Context: an optimization exercise on an open-source flow, tuned for small area and a short achievable clock period. The choices shown serve that exercise and are no tape-out recipe. At most, simulation tests tie the RTL to the original design; equivalence was not proved. No activity file was given, so power comes from the tool's default toggle rates.

==> inputs of cedar <==
==> flow/design.v (excerpt) <==
module depth_gated_color_segmenter #(
   parameter int LINE_WIDTH = dgcs_pkg::LINE_WIDTH_DEFAULT,
   parameter int LINE_COUNT = dgcs_pkg::LINE_COUNT_DEFAULT
) (
   input  logic                            clock,
   input  logic                            reset,
   input  logic                            req_valid,
   output logic                            req_stall,
   input  logic [48:0]                     req_payload,
   output logic                            rsp_valid,
   input  logic                            rsp_stall,
   output logic [137:0]                    rsp_payload,
   input  logic                            csr_write,
   input  logic [dgcs_pkg::CSR_IDX_W-1:0]  csr_index,
   input  logic [dgcs_pkg::CSR_DATA_W-1:0] csr_data
);
   localparam int PW = dgcs_pkg::POS_W;
   logic [15:0] near_limit_ff;
   logic [15:0] stats_limit_ff;
   logic [23:0] box_a_low_ff;
   logic [23:0] box_a_high_ff;
   logic [23:0] box_b_low_ff;
   logic [23:0] box_b_high_ff;
   logic [5:0] csr_we;
   always_comb begin
      for (int i = 0; i < 6; i++) begin
         csr_we[i] = reset || (csr_write && (csr_index == 3'(i)));
      end
   end
   always_ff @(posedge clock) begin
      if (csr_we[0]) near_limit_ff  <= reset ? dgcs_pkg::NEAR_LIMIT_RESET  : csr_data[15:0];
      if (csr_we[1]) stats_limit_ff <= reset ? dgcs_pkg::STATS_LIMIT_RESET : csr_data[15:0];
      if (csr_we[2]) box_a_low_ff   <= reset ? dgcs_pkg::BOX_A_LOW_RESET   : csr_data;
      if (csr_we[3]) box_a_high_ff  <= reset ? dgcs_pkg::BOX_A_HIGH_RESET  : csr_data;
      if (csr_we[4]) box_b_low_ff   <= reset ? dgcs_pkg::BOX_B_LOW_RESET   : csr_data;
      if (csr_we[5]) box_b_high_ff  <= reset ? dgcs_pkg::BOX_B_HIGH_RESET  : csr_data;
   end
   logic        in_valid_ff;
   logic [31:0] in_color_ff;
  ...
Settings: LEC_CHECK=0, CAP_MARGIN=20, CORE_MARGIN=2, CORE_UTILIZATION=40, PLACE_DENSITY=0.6, SETUP_SLACK_MARGIN=3.62, SLEW_MARGIN=20; clock period 7.0 ns.
standard.sh (not shown) runs the stock make flow with config.mk's settings and CLKGATE_MAP_FILE= SYNTH_SCRIPT=/design/flow/synth_recipe.tcl, a recipe that flattens the netlist after the stock synthesis.
==> flow/flow/run.sh <==
#!/bin/bash
# The standard layout (standard.sh) with these changes, all logged under orfs/logs/ as usual:
#  - synthesis (flow/synth.tcl) maps logic with abc's default script and leaves adders and
#    comparators to abc (no ADDER_MAP_FILE cells); registers are mapped as in the standard
#    synthesis, so they match it by name and cell type;
#  - plain sky130_fd_sc_hd__buf_1 cells as the port buffers instead of the delay buffer the
#    flow picks by default;
#  - larger clock-tree sink clusters, clkbuf_16 only, no dummy loads.
set -euo pipefail
here=$(pwd)
bash standard.sh 'ADDER_MAP_FILE=' "SYNTH_SCRIPT=$here/flow/synth.tcl" \
  'BUFFER_PORTS_ARGS=-buffer_cell sky130_fd_sc_hd__buf_1' \
  'CTS_ARGS=-sink_clustering_enable -repair_clock_nets -sink_clustering_size 24 -sink_clustering_max_diameter 60 -buf_list {sky130_fd_sc_hd__clkbuf_16} -dont_use_dummy_load' \
  finish > standard.log 2>&1
==> flow/flow/synth.tcl <==
# synth_recipe.tcl (the standard synthesis) with one change: abc maps the logic with its own
# default script (delay target 2500 ps) instead of ORFS's abc_speed.script. Registers are mapped
# before abc, by dfflibmap, exactly as in the standard synthesis.
proc synth {args} { yosys synth -nofsm -noshare {*}$args }
proc abc {args} {
  set out {}
  set skip 0
  foreach a $args {
    if {$skip} { set skip 0; continue }
    if {$a eq "-script" || $a eq "-D"} { set skip 1; continue }
    lappend out $a
  }
  yosys abc {*}$out -D 2500
}
source $::env(SCRIPTS_DIR)/synth.tcl
# left out here: clear keep_hierarchy, flatten, clean up, hide names made inside functions, write 1_2_yosys.v
==> delta: changes against cedar <==
--- a/flow/design.v
+++ b/flow/design.v
@@ -53,47 +53,70 @@
    input  logic [23:0] box_a_low,
    input  logic [23:0] box_a_high,
    input  logic [23:0] box_b_low,
    input  logic [23:0] box_b_high,
    output logic        is_near,
    output logic        match_a,
    output logic        match_b
 );
+   function automatic logic lt32(logic [31:0] a, logic [31:0] b);
+      logic [31:0] l;
+      logic [31:0] e;
+      l = ~a & b;
+      e = ~(a ^ b);
+      for (int w = 1; w < 32; w = w * 2) begin
+         for (int i = 0; i + w < 32; i = i + 2 * w) begin
+            l[i] = l[i + w] || (e[i + w] && l[i]);
+            e[i] = e[i + w] && e[i];
+         end
+      end
+      lt32 = l[0];
+   endfunction
    function automatic logic in_box(logic [23:0] color, logic [23:0] lo, logic [23:0] hi);
       logic ok;
       ok = 1'b1;
       for (int ch = 0; ch < 3; ch++) begin
-         if (!((lo[ch*8 +: 8] < color[ch*8 +: 8]) && (color[ch*8 +: 8] < hi[ch*8 +: 8]))) begin
+         if (!(lt32(32'(lo[ch*8 +: 8]), 32'(color[ch*8 +: 8])) && lt32(32'(color[ch*8 +: 8]), 32'(hi[ch*8 +: 8])))) begin
             ok = 1'b0;
          end
       end
       in_box = ok;
    endfunction
-   assign is_near = depth_mm < near_limit;
+   assign is_near = lt32(32'(depth_mm), 32'(near_limit));
    assign match_a = in_box(pixel_rgb, box_a_low, box_a_high);
    assign match_b = in_box(pixel_rgb, box_b_low, box_b_high);
 endmodule
-module depth_gated_color_segmenter #(
-   parameter int LINE_WIDTH = dgcs_pkg::LINE_WIDTH_DEFAULT,
-   parameter int LINE_COUNT = dgcs_pkg::LINE_COUNT_DEFAULT
-) (
+module depth_gated_color_segmenter (
    input  logic                            clock,
    input  logic                            reset,
    input  logic                            req_valid,
    output logic                            req_stall,
    input  logic [48:0]                     req_payload,
    output logic                            rsp_valid,
    input  logic                            rsp_stall,
    output logic [137:0]                    rsp_payload,
    input  logic                            csr_write,
    input  logic [dgcs_pkg::CSR_IDX_W-1:0]  csr_index,
    input  logic [dgcs_pkg::CSR_DATA_W-1:0] csr_data
 );
    localparam int PW = dgcs_pkg::POS_W;
+   function automatic logic lt32(logic [31:0] a, logic [31:0] b);
+      logic [31:0] l;
+      logic [31:0] e;
+      l = ~a & b;
+      e = ~(a ^ b);
+      for (int w = 1; w < 32; w = w * 2) begin
+         for (int i = 0; i + w < 32; i = i + 2 * w) begin
+            l[i] = l[i + w] || (e[i + w] && l[i]);
+            e[i] = e[i + w] && e[i];
+         end
+      end
+      lt32 = l[0];
+   endfunction
    logic [15:0] near_limit_ff;
    logic [15:0] stats_limit_ff;
    logic [23:0] box_a_low_ff;
    logic [23:0] box_a_high_ff;
    logic [23:0] box_b_low_ff;
    logic [23:0] box_b_high_ff;
    logic [5:0] csr_we;
    always_comb begin
@@ -113,38 +136,29 @@
    logic [31:0] in_color_ff;
    logic [15:0] in_depth_ff;
    logic        in_end_ff;
    logic        out_valid_ff;
    logic [1:0]  out_class_ff;
    logic [31:0] out_color_ff;
    logic        out_last_ff;
    logic        advance;
-   logic        stall;
-   logic        in_valid_in;
-   logic        out_valid_in;
-   logic        both_valid_ff;
-   assign advance = in_valid_ff && (!out_valid_ff || !rsp_stall);
-   assign stall   = in_valid_ff && out_valid_ff && rsp_stall;
-   assign in_valid_in  = (req_valid && !stall) || (in_valid_ff && !advance);
-   assign out_valid_in = advance || (out_valid_ff && rsp_stall);
+   assign advance   = in_valid_ff && (!out_valid_ff || !rsp_stall);
+   assign req_stall = in_valid_ff && out_valid_ff && rsp_stall;
    always_ff @(posedge clock) begin
       if (reset) begin
-         in_valid_ff   <= 1'b0;
-         out_valid_ff  <= 1'b0;
-         both_valid_ff <= 1'b0;
+         in_valid_ff  <= 1'b0;
+         out_valid_ff <= 1'b0;
       end else begin
-         in_valid_ff   <= in_valid_in;
-         out_valid_ff  <= out_valid_in;
-         both_valid_ff <= in_valid_in && out_valid_in;
-      end
-   end
-   assign req_stall = both_valid_ff && rsp_stall;
-   always_ff @(posedge clock) begin
-      if (!stall) begin
+         in_valid_ff  <= (req_valid && !req_stall) || (in_valid_ff && !advance);
+         out_valid_ff <= advance || (out_valid_ff && rsp_stall);
+      end
+   end
+   always_ff @(posedge clock) begin
+      if (!req_stall) begin
          in_color_ff <= req_payload[48:17];
          in_depth_ff <= req_payload[16:1];
          in_end_ff   <= req_payload[0];
       end
    end
    logic is_near, match_a, match_b;
    logic hit_a, hit_b;
    logic [1:0] cls;
@@ -178,53 +192,47 @@
    always_ff @(posedge clock) begin
       if (advance) begin
          out_class_ff <= cls;
          out_color_ff <= shown;
       end
    end
    logic [PW-1:0] pos_ff;
    logic          pos_wrap;
-   localparam logic [PW-1:0] POS_LAST = PW'(LINE_WIDTH * LINE_COUNT - 1);
+   localparam logic [PW-1:0] POS_LAST = PW'(dgcs_pkg::LINE_WIDTH_DEFAULT * dgcs_pkg::LINE_COUNT_DEFAULT - 1);
    assign pos_wrap = &(pos_ff | ~POS_LAST);
-   function automatic logic [PW-1:0] step(logic [PW-1:0] q, logic inc);
-      logic [PW-1:0] ones;
-      ones[0] = 1'b1;
-      for (int i = 1; i < PW; i++) begin
-         ones[i] = ones[i-1] && q[i-1];
-      end
-      step = q ^ (ones & {PW{inc}});
-   endfunction
-   always_ff @(posedge clock) begin
-      pos_ff <= (advance && (out_last_ff || pos_wrap)) ? '0 : step(pos_ff, advance);
+   always_ff @(posedge clock) begin
+      if (advance) begin
+         pos_ff <= (out_last_ff || pos_wrap) ? '0 : pos_ff + 1'b1;
+      end
    end
    logic [PW-1:0] slot_a_ff, slot_b_ff;
    logic          none_a_ff, none_b_ff;
    logic          none_a, none_b;
    assign none_a = none_a_ff || out_last_ff;
    assign none_b = none_b_ff || out_last_ff;
    always_ff @(posedge clock) begin
       if (advance) begin
          none_a_ff <= none_a && !hit_a;
          none_b_ff <= none_b && !hit_b;
-         if (hit_a) slot_a_ff <= none_a ? '0 : step(slot_a_ff, !(&slot_a_ff));
-         if (hit_b) slot_b_ff <= none_b ? '0 : step(slot_b_ff, !(&slot_b_ff));
+         if (hit_a) slot_a_ff <= none_a ? '0 : slot_a_ff + PW'(!(&slot_a_ff));
+         if (hit_b) slot_b_ff <= none_b ? '0 : slot_b_ff + PW'(!(&slot_b_ff));
       end
    end
    logic [31:0] min_ff, max_ff;
    logic        any_ff;
    logic        any_now;
    logic        qualify;
    logic        lt_min, gt_max;
    assign any_now = any_ff && !out_last_ff;
-   assign qualify = (in_depth_ff < stats_limit_ff) &&
+   assign qualify = lt32(32'(in_depth_ff), 32'(stats_limit_ff)) &&
                     (!is_near || ((match_a || match_b) &&
                                   (in_color_ff != dgcs_pkg::MARK_FILL) && (in_color_ff != 32'd0)));
-   assign lt_min  = is_near ? (in_color_ff < min_ff) : (dgcs_pkg::FAR_FILL < min_ff);
-   assign gt_max  = is_near ? (in_color_ff > max_ff) : (dgcs_pkg::FAR_FILL > max_ff);
+   assign lt_min  = is_near ? lt32(in_color_ff, min_ff) : lt32(dgcs_pkg::FAR_FILL, min_ff);
+   assign gt_max  = is_near ? lt32(max_ff, in_color_ff) : lt32(max_ff, dgcs_pkg::FAR_FILL);
    always_ff @(posedge clock) begin
       if (advance) begin
          any_ff <= any_now || qualify;
          if (qualify && (!any_now || lt_min)) min_ff <= shown;
          if (qualify && (!any_now || gt_max)) max_ff <= shown;
       end
    end
    logic        stats_valid;
==> flow/flow/run.sh (replaced) <==
#!/bin/bash
# The standard layout, with plain sky130_fd_sc_hd__buf_1 cells as the port buffers (instead of
# the delay buffer the flow picks by default). ORFS's own logs stay under orfs/logs/.
set -euo pipefail
bash standard.sh 'BUFFER_PORTS_ARGS=-buffer_cell sky130_fd_sc_hd__buf_1' finish > standard.log 2>&1
Settings changed: CTS_BUF_LIST from default to sky130_fd_sc_hd__clkbuf_8, SETUP_SLACK_MARGIN 3.62 to default.
removed: flow/flow/synth.tcl
==> harbor: changes against cedar <==
--- a/flow/design.v
+++ b/flow/design.v
@@ -53,27 +53,40 @@
    input  logic [23:0] box_a_low,
    input  logic [23:0] box_a_high,
    input  logic [23:0] box_b_low,
    input  logic [23:0] box_b_high,
    output logic        is_near,
    output logic        match_a,
    output logic        match_b
 );
+   function automatic logic lt32(logic [31:0] a, logic [31:0] b);
+      logic [31:0] l;
+      logic [31:0] e;
+      l = ~a & b;
+      e = ~(a ^ b);
+      for (int w = 1; w < 32; w = w * 2) begin
+         for (int i = 0; i + w < 32; i = i + 2 * w) begin
+            l[i] = l[i + w] || (e[i + w] && l[i]);
+            e[i] = e[i + w] && e[i];
+         end
+      end
+      lt32 = l[0];
+   endfunction
    function automatic logic in_box(logic [23:0] color, logic [23:0] lo, logic [23:0] hi);
       logic ok;
       ok = 1'b1;
       for (int ch = 0; ch < 3; ch++) begin
-         if (!((lo[ch*8 +: 8] < color[ch*8 +: 8]) && (color[ch*8 +: 8] < hi[ch*8 +: 8]))) begin
+         if (!(lt32(32'(lo[ch*8 +: 8]), 32'(color[ch*8 +: 8])) && lt32(32'(color[ch*8 +: 8]), 32'(hi[ch*8 +: 8])))) begin
             ok = 1'b0;
          end
       end
       in_box = ok;
    endfunction
-   assign is_near = depth_mm < near_limit;
+   assign is_near = lt32(32'(depth_mm), 32'(near_limit));
    assign match_a = in_box(pixel_rgb, box_a_low, box_a_high);
    assign match_b = in_box(pixel_rgb, box_b_low, box_b_high);
 endmodule
 module depth_gated_color_segmenter #(
    parameter int LINE_WIDTH = dgcs_pkg::LINE_WIDTH_DEFAULT,
    parameter int LINE_COUNT = dgcs_pkg::LINE_COUNT_DEFAULT
 ) (
    input  logic                            clock,
@@ -84,16 +97,29 @@
    output logic                            rsp_valid,
    input  logic                            rsp_stall,
    output logic [137:0]                    rsp_payload,
    input  logic                            csr_write,
    input  logic [dgcs_pkg::CSR_IDX_W-1:0]  csr_index,
    input  logic [dgcs_pkg::CSR_DATA_W-1:0] csr_data
 );
    localparam int PW = dgcs_pkg::POS_W;
+   function automatic logic lt32(logic [31:0] a, logic [31:0] b);
+      logic [31:0] l;
+      logic [31:0] e;
+      l = ~a & b;
+      e = ~(a ^ b);
+      for (int w = 1; w < 32; w = w * 2) begin
+         for (int i = 0; i + w < 32; i = i + 2 * w) begin
+            l[i] = l[i + w] || (e[i + w] && l[i]);
+            e[i] = e[i + w] && e[i];
+         end
+      end
+      lt32 = l[0];
+   endfunction
    logic [15:0] near_limit_ff;
    logic [15:0] stats_limit_ff;
    logic [23:0] box_a_low_ff;
    logic [23:0] box_a_high_ff;
    logic [23:0] box_b_low_ff;
    logic [23:0] box_b_high_ff;
    logic [5:0] csr_we;
    always_comb begin
@@ -210,21 +236,21 @@
       end
    end
    logic [31:0] min_ff, max_ff;
    logic        any_ff;
    logic        any_now;
    logic        qualify;
    logic        lt_min, gt_max;
    assign any_now = any_ff && !out_last_ff;
-   assign qualify = (in_depth_ff < stats_limit_ff) &&
+   assign qualify = lt32(32'(in_depth_ff), 32'(stats_limit_ff)) &&
                     (!is_near || ((match_a || match_b) &&
                                   (in_color_ff != dgcs_pkg::MARK_FILL) && (in_color_ff != 32'd0)));
-   assign lt_min  = is_near ? (in_color_ff < min_ff) : (dgcs_pkg::FAR_FILL < min_ff);
-   assign gt_max  = is_near ? (in_color_ff > max_ff) : (dgcs_pkg::FAR_FILL > max_ff);
+   assign lt_min  = is_near ? lt32(in_color_ff, min_ff) : lt32(dgcs_pkg::FAR_FILL, min_ff);
+   assign gt_max  = is_near ? lt32(max_ff, in_color_ff) : lt32(max_ff, dgcs_pkg::FAR_FILL);
    always_ff @(posedge clock) begin
       if (advance) begin
          any_ff <= any_now || qualify;
          if (qualify && (!any_now || lt_min)) min_ff <= shown;
          if (qualify && (!any_now || gt_max)) max_ff <= shown;
       end
    end
    logic        stats_valid;
==> flow/flow/run.sh (replaced) <==
#!/bin/bash
# The standard layout (standard.sh) with these changes, all logged under orfs/logs/ as usual:
#  - synthesis (flow/synth.tcl) maps logic with abc's default script and leaves adders and
#    comparators to abc (no ADDER_MAP_FILE cells); registers are mapped as in the standard
#    synthesis, so they match it by name and cell type;
#  - plain sky130_fd_sc_hd__buf_1 cells as the port buffers instead of the delay buffer the
#    flow picks by default;
#  - larger clock-tree sink clusters, clkbuf_8 only, no dummy loads.
set -euo pipefail
here=$(pwd)
bash standard.sh 'ADDER_MAP_FILE=' "SYNTH_SCRIPT=$here/flow/synth.tcl" \
  'BUFFER_PORTS_ARGS=-buffer_cell sky130_fd_sc_hd__buf_1' \
  'CTS_ARGS=-sink_clustering_enable -repair_clock_nets -sink_clustering_size 16 -sink_clustering_max_diameter 60 -buf_list {sky130_fd_sc_hd__clkbuf_8} -dont_use_dummy_load' \
  finish > standard.log 2>&1
Settings changed: SETUP_SLACK_MARGIN 3.62 to 3.55.
==> comparison table <==
item                                                                                                  delta                     cedar                    harbor
Result of the run                                                                   complete, no violations   complete, no violations   complete, no violations
Wire length per cell after detailed routing                                                        20.78 um                  20.43 um                  21.88 um
Worst-case register-to-register setup slack                                                         2.75 ns                   3.76 ns                   3.60 ns
Number of fillers in the final layout                                                                  3837                      3417                      3428
Number of violations reported at the end of detailed-routing iteration 0                                979                       820                       860
Cell Int Power                                                                                      3394 uW                   3288 uW                   2902 uW
Register area                                                                                   10120 sq um                9953 sq um                9953 sq um
Non-clock buffer contribution to total cell area                                                     4.552%                    6.181%                    6.752%
Number of synthesized flops with an enable pin                                                          335                       316                       316
Combinational cell power                                                                             512 uW                    451 uW                    474 uW
Distinct cell type count of the synthesized netlist                                                      56                        58                        65
Clock insertion delay at the later pin of the skew report                                           0.68 ns                   0.60 ns                   0.63 ns
Simple-gate area share of the yosys netlist                                                          13.87%                    15.20%                    14.59%
Seq/total area                                                                                       51.49%                    56.45%                    57.08%
Share of synthesized cell area in full adder, half adder and majority cells                          13.21%                   0.9959%                    1.733%
Total leakage power                                                                             0.007725 uW               0.006087 uW               0.005901 uW
Final-layout clock-cell area share                                                                   5.487%                    4.400%                    2.368%
Launching instance or port of the critical path                              near_limit_ff[2]$_SDFFCE_PP1P_  out_last_ff$_SDFFE_PP1P_  in_color_ff[0]$_DFFE_PN_
Combinational fraction of design power                                                                11.0%                     10.4%                     12.2%
Sw power                                                                                            1248 uW                   1032 uW                   1003 uW
Net count of the mapped netlist                                                                        1641                      1305                      1276
Detailed-routed wire length on met2                                                                21300 um                  18900 um                  19460 um
Routed length on met3                                                                               2791 um                   2864 um                   3138 um
Ratio of routed vias to standard cells                                                                5.376                     5.513                     5.609
Min-delay src                                                                        in_valid_ff$_SDFF_PP0_       in_end_ff$_DFFE_PN_       in_end_ff$_DFFE_PN_
Only the layout flow was run in delta; the RTL was not checked for function there.

[re-timing with driven ports]
No port has a modelled driver above. Below, the same layouts with a new extraction and two added sets of constraints.
Step 1: set_driving_cell puts a clkbuf_16 on clock and a buf_2 on each other input, an assumption about the parent block.
Step 2 also shifts input and output timing later by t, the mid clock arrival at the registers, as if the neighbouring blocks saw the same clock.
Three values: no drivers, after step 1, after step 2; two values: the first two.
run | t (ns) | setup WS [ns] | worst hold slack (ns) | worst register clock-pin slew, ns
cedar | 0.609 | 3.730 / 3.679 / 3.345 | 0.440 / 0.440 / 0.440 | 0.09 / 0.09
delta | 0.714 | 2.751 / 2.751 / 2.751 | 0.530 / 0.530 / 0.530 | 0.07 / 0.07
harbor | 0.647 | 3.601 / 3.601 / 3.377 | 0.439 / 0.439 / 0.439 | 0.11 / 0.11
After both steps every run listed still meets setup and hold. The setup slack of cedar, which loses most, moves by -0.051 ns with the drivers and by -0.385 ns with both steps.
